From an optimization exercise on the open Yosys and OpenROAD flow, aimed at small area; shortcuts taken in it are not production practice.
The RTL was checked by simulation tests, not by an equivalence proof against the original design.
Power figures rest on the tool's default switching activity, not on a simulated workload.

## job 5229
==> flow/design.v (excerpt) <==
module laser_log_top #(
	parameter int DEPTH = 64
) (
	input  logic                       clk1,
	input  logic                       arst_n,
	input  logic                       ext_clk_pin,
	input  logic [3-1:0]      din,
	input  logic [2*16-1:0]    adc,            
	input  logic                       pipe_read,
	output logic [16-1:0]     pipe_data,
	output logic                       pipe_valid,
	output logic                       pipe_empty,
	output logic                       pipe_underrun
);
clock: 8.0 ns
lec_check: 0
cap_margin: 20
core_margin: 2
core_utilization: 65
cts_cluster_diameter: 100
cts_cluster_size: 30
slew_margin: 20
run.sh (not shown) runs the stock make flow with config.mk's settings and CLKGATE_MAP_FILE= SYNTH_SCRIPT=/design/flow/synth_recipe.tcl, a recipe that flattens the netlist after the stock synthesis.
Input changes introduced in job 5926 (baseline for comparison: job 5229):
- putting ABC_AREA at 1 where nothing was set
- swapping 65 for 40 in CORE_UTILIZATION
- putting CTS_BUF_LIST at sky130_fd_sc_hd__clkbuf_4 where nothing was set
- clearing CTS_CLUSTER_DIAMETER, which used to be 100
--- outcome ---
- The largest voltage drop on the vdd net reported for job 5926 is smaller than that of job 5229 by 0.096 mV.
- Horizontal extent of the die of job 5926 exceeds that of job 5229 by more than a quarter.
- Diff job 5229 -> job 5926 | clock-cell share of area | increase of 5.3 points
- Number of ordinary and repair buffers in the finished layout, job 5926 and job 5229: higher on job 5926
- Re layout-stage area growth over the synthesis result: job 5229 was lower than job 5926.
> inputs changed (job 5926 -> job 8137)
- removing ABC_AREA (formerly 1)
- removing CTS_CLUSTER_SIZE (formerly 30)
- removing CTS_BUF_LIST (formerly sky130_fd_sc_hd__clkbuf_4)
==> comparison <==
No stage failed in job 8137, and the final checks on the layout all came back clean. Job 5926 → job 8137: post-synthesis net count saw a decrease; relative contribution of sequential cells to total power grew by 2.1 points; layout overhead on the synthesized area was more or less identical. Changes observed in job 8137 relative to job 5926: H-tree level count moved down; synthesized area moved down; cell count moved down; headroom to the max-slew limit moved down.
Changes in job 2347 relative to job 8137:
- putting CTS_CLUSTER_SIZE at 30 where nothing was set
- putting CTS_CLUSTER_DIAMETER at 100 where nothing was set
### Flow results
Across job 2347 and job 8137, none had a timing, DRC or antenna violation.
Total number of vias in job 2347 vs job 8137: down 265
Job 2347 packs its core more loosely than job 8137.
Job 2347: first-pass iteration count of the detailed router is 2 higher than what job 8137 reported.
Looking at H-tree level count, job 2347 sits 1 below job 8137.
The average routed wire per standard cell was comparable across job 2347 and job 8137.

* * *

build 53:
Another version of the RTL of laser_log_top (not shown whole).
Size: ~1400 cells after synthesis, ~610 flip-flops, about 58 I/O pins, ~18000 um^2 of cells after synthesis.
Design laser_log_top, start of the top module:
module laser_log_top #(
	parameter int DEPTH = 64
) (
	input  logic                       clk1,
	input  logic                       arst_n,
	input  logic                       ext_clk_pin,
	input  logic [3-1:0]      din,
	input  logic [2*16-1:0]    adc,            
	input  logic                       pipe_read,
	output logic [16-1:0]     pipe_data,
	output logic                       pipe_valid,
	output logic                       pipe_empty,
	output logic                       pipe_underrun
);
==> flow/config.mk <==
export PLATFORM = sky130hd
export DESIGN_NAME = laser_log_top
export DESIGN_NICKNAME = laser_log_top
export VERILOG_FILES = /design/flow/design.v
export SDC_FILE = /design/flow/constraint.sdc
export NUM_CORES = 4
export LEC_CHECK = 0
export CAP_MARGIN = 20
export CORE_MARGIN = 2
export CORE_UTILIZATION = 65
export SLEW_MARGIN = 20
==> flow/constraint.sdc <==
create_clock -name core_clock -period 8.0 [get_ports {clk1}]
set_input_delay 1.6000 -clock core_clock [delete_from_list [all_inputs] [get_ports {clk1}]]
set_output_delay 1.6000 -clock core_clock [all_outputs]
set_load 0.01 [all_outputs]
standard.sh (not shown) runs the stock make flow with config.mk's settings and CLKGATE_MAP_FILE= SYNTH_SCRIPT=/design/flow/synth_recipe.tcl, a recipe that flattens the netlist after the stock synthesis.
==> flow/flow/run.sh <==
#!/bin/bash
# The standard layout (standard.sh) with three changes:
#  - synthesis maps logic with an area-oriented ABC script (flow/synth.tcl);
#  - clock tree synthesis inserts no dummy loads and clusters up to 26 flops;
#  - the port buffers are plain buf_1 cells.
# make's full output goes to make.log, each step's log to orfs/logs/.
set -euo pipefail
export FLOW_SYNTH_TCL="$PWD/synth_recipe.tcl"
export AREA_ABC_SCRIPT="$PWD/flow/area.abc"
bash standard.sh finish \
	"SYNTH_SCRIPT=$PWD/flow/synth.tcl" \
	"CTS_ARGS=-sink_clustering_enable -repair_clock_nets -dont_use_dummy_load -sink_clustering_size 26 -sink_clustering_max_diameter 100" \
	"BUFFER_PORTS_ARGS=-inputs -outputs -buffer_cell sky130_fd_sc_hd__buf_1" \
	> make.log 2>&1
==> flow/flow/area.abc <==
strash
dc2
dc2
dch -f
amap -A 20 -F 4
topo
==> flow/flow/synth.tcl <==
# The standard synthesis script, with ABC's technology mapping run on an
# area script (flow/area.abc) in place of ORFS's speed script. Registers are
# mapped before ABC runs, so they keep the standard synthesis's names and cells.
proc abc {args} {
	set i [lsearch -exact $args -script]
	if {$i >= 0} {
		set args [lreplace $args [expr {$i + 1}] [expr {$i + 1}] $::env(AREA_ABC_SCRIPT)]
	}
	yosys abc {*}$args
}
source $::env(FLOW_SYNTH_TCL)
[inputs] build 25 vs build 53
Settings: an added GPL_TIMING_DRIVEN of 0.
Findings:
- Every stage of the flow completed for build 25, and the final layout passed the timing, DRC and antenna checks.
- The utilization reported for build 25 is greater than that of build 53 by 1.4 points.
- NOTE: net switching power figure in build 25 exceeds that of build 53
- In the metrics for build 25 and build 53, the one carrying the lower arrival time of data at the critical path endpoint is build 53.
- Compared to build 53, build 25 has worst hold slack 0.0093 ns higher.
- Going from build 53 to build 25, relative contribution of combinational cells to total power moved up; sequential share of cell area moved down; clock skew moved down; maximum buffer depth of the clock tree level.
- On switching share of power, build 25 and build 53 are basically level.
Changes in build 87 relative to build 25:
Settings: GPL_TIMING_DRIVEN: 0 -> unset.
-- flow/flow/run.sh --
<<< build 25, line 4
#  - clock tree synthesis inserts no dummy loads and clusters up to 26 flops;
>>> build 87, line 4
#  - clock tree synthesis inserts no dummy loads and clusters up to 25 flops;
<<< build 25, line 12
	"CTS_ARGS=-sink_clustering_enable -repair_clock_nets -dont_use_dummy_load -sink_clustering_size 26 -sink_clustering_max_diameter 100" \
>>> build 87, line 12
	"CTS_ARGS=-sink_clustering_enable -repair_clock_nets -dont_use_dummy_load -sink_clustering_size 25 -sink_clustering_max_diameter 100" \
## What came out
For build 25 and build 87, there was not a single run that failed to finish clean.
Build 25 reports its worst setup path startpoint as pipe_read while build 87 reports u_fifo.head_q[1].
Measured against each other, build 25 and build 87 differ in count of plain and timing-repair buffers in the layout, the lower figure coming from build 87.
Build 25 -> build 87: total nets after synthesis delta 0, exact match
Build 87 vs. build 25: wire length fell by 0.46%, instance count on the critical path climbed 6, final cell count without fillers shrank by 28.

==> static timing again, ports no longer ideal <==
No port has a modelled driver above. Below, the same layouts with a new extraction and two added sets of constraints.
Step 1 (the two cells are an assumption about what drives the block):
set clk [get_ports {clk1}]
set_driving_cell -lib_cell sky130_fd_sc_hd__clkbuf_16 $clk
set_driving_cell -lib_cell sky130_fd_sc_hd__buf_2 [delete_from_list [all_inputs] $clk]
Step 2 also shifts input and output timing later by t, the mid clock arrival at the registers, as if the neighbouring blocks saw the same clock.
Slacks: ideal ports / drivers / drivers and shift; pairs: ideal ports / drivers.
| run | shift t [ns] | setup slack, ns | worst setup path at the end | worst register clock-pin slew, ns |
|---|---|---|---|---|
| job 5229 | 0.616 | 3.972 / 3.918 / 3.588 | input to register | 0.12 / 0.12 |
| job 5926 | 0.966 | 4.053 / 4.003 / 3.134 | input to register | 0.08 / 0.08 |
| job 8137 | 0.662 | 3.954 / 3.898 / 3.525 | input to register | 0.07 / 0.07 |
| job 2347 | 0.643 | 3.937 / 3.881 / 3.529 | input to register | 0.11 / 0.11 |
| build 53 | 0.611 | 2.108 / 2.057 / 1.995 | input to register | 0.11 / 0.11 |
| build 25 | 0.603 | 1.355 / 1.386 / 0.783 | input to register | 0.10 / 0.10 |
| build 87 | 0.615 | 2.065 / 2.015 / 2.003 | input to register | 0.10 / 0.10 |
After both steps setup and hold are still met in every run listed. For job 5926, which loses most, drivers alone change the setup slack by -0.050 ns; drivers and shift together by -0.919 ns.
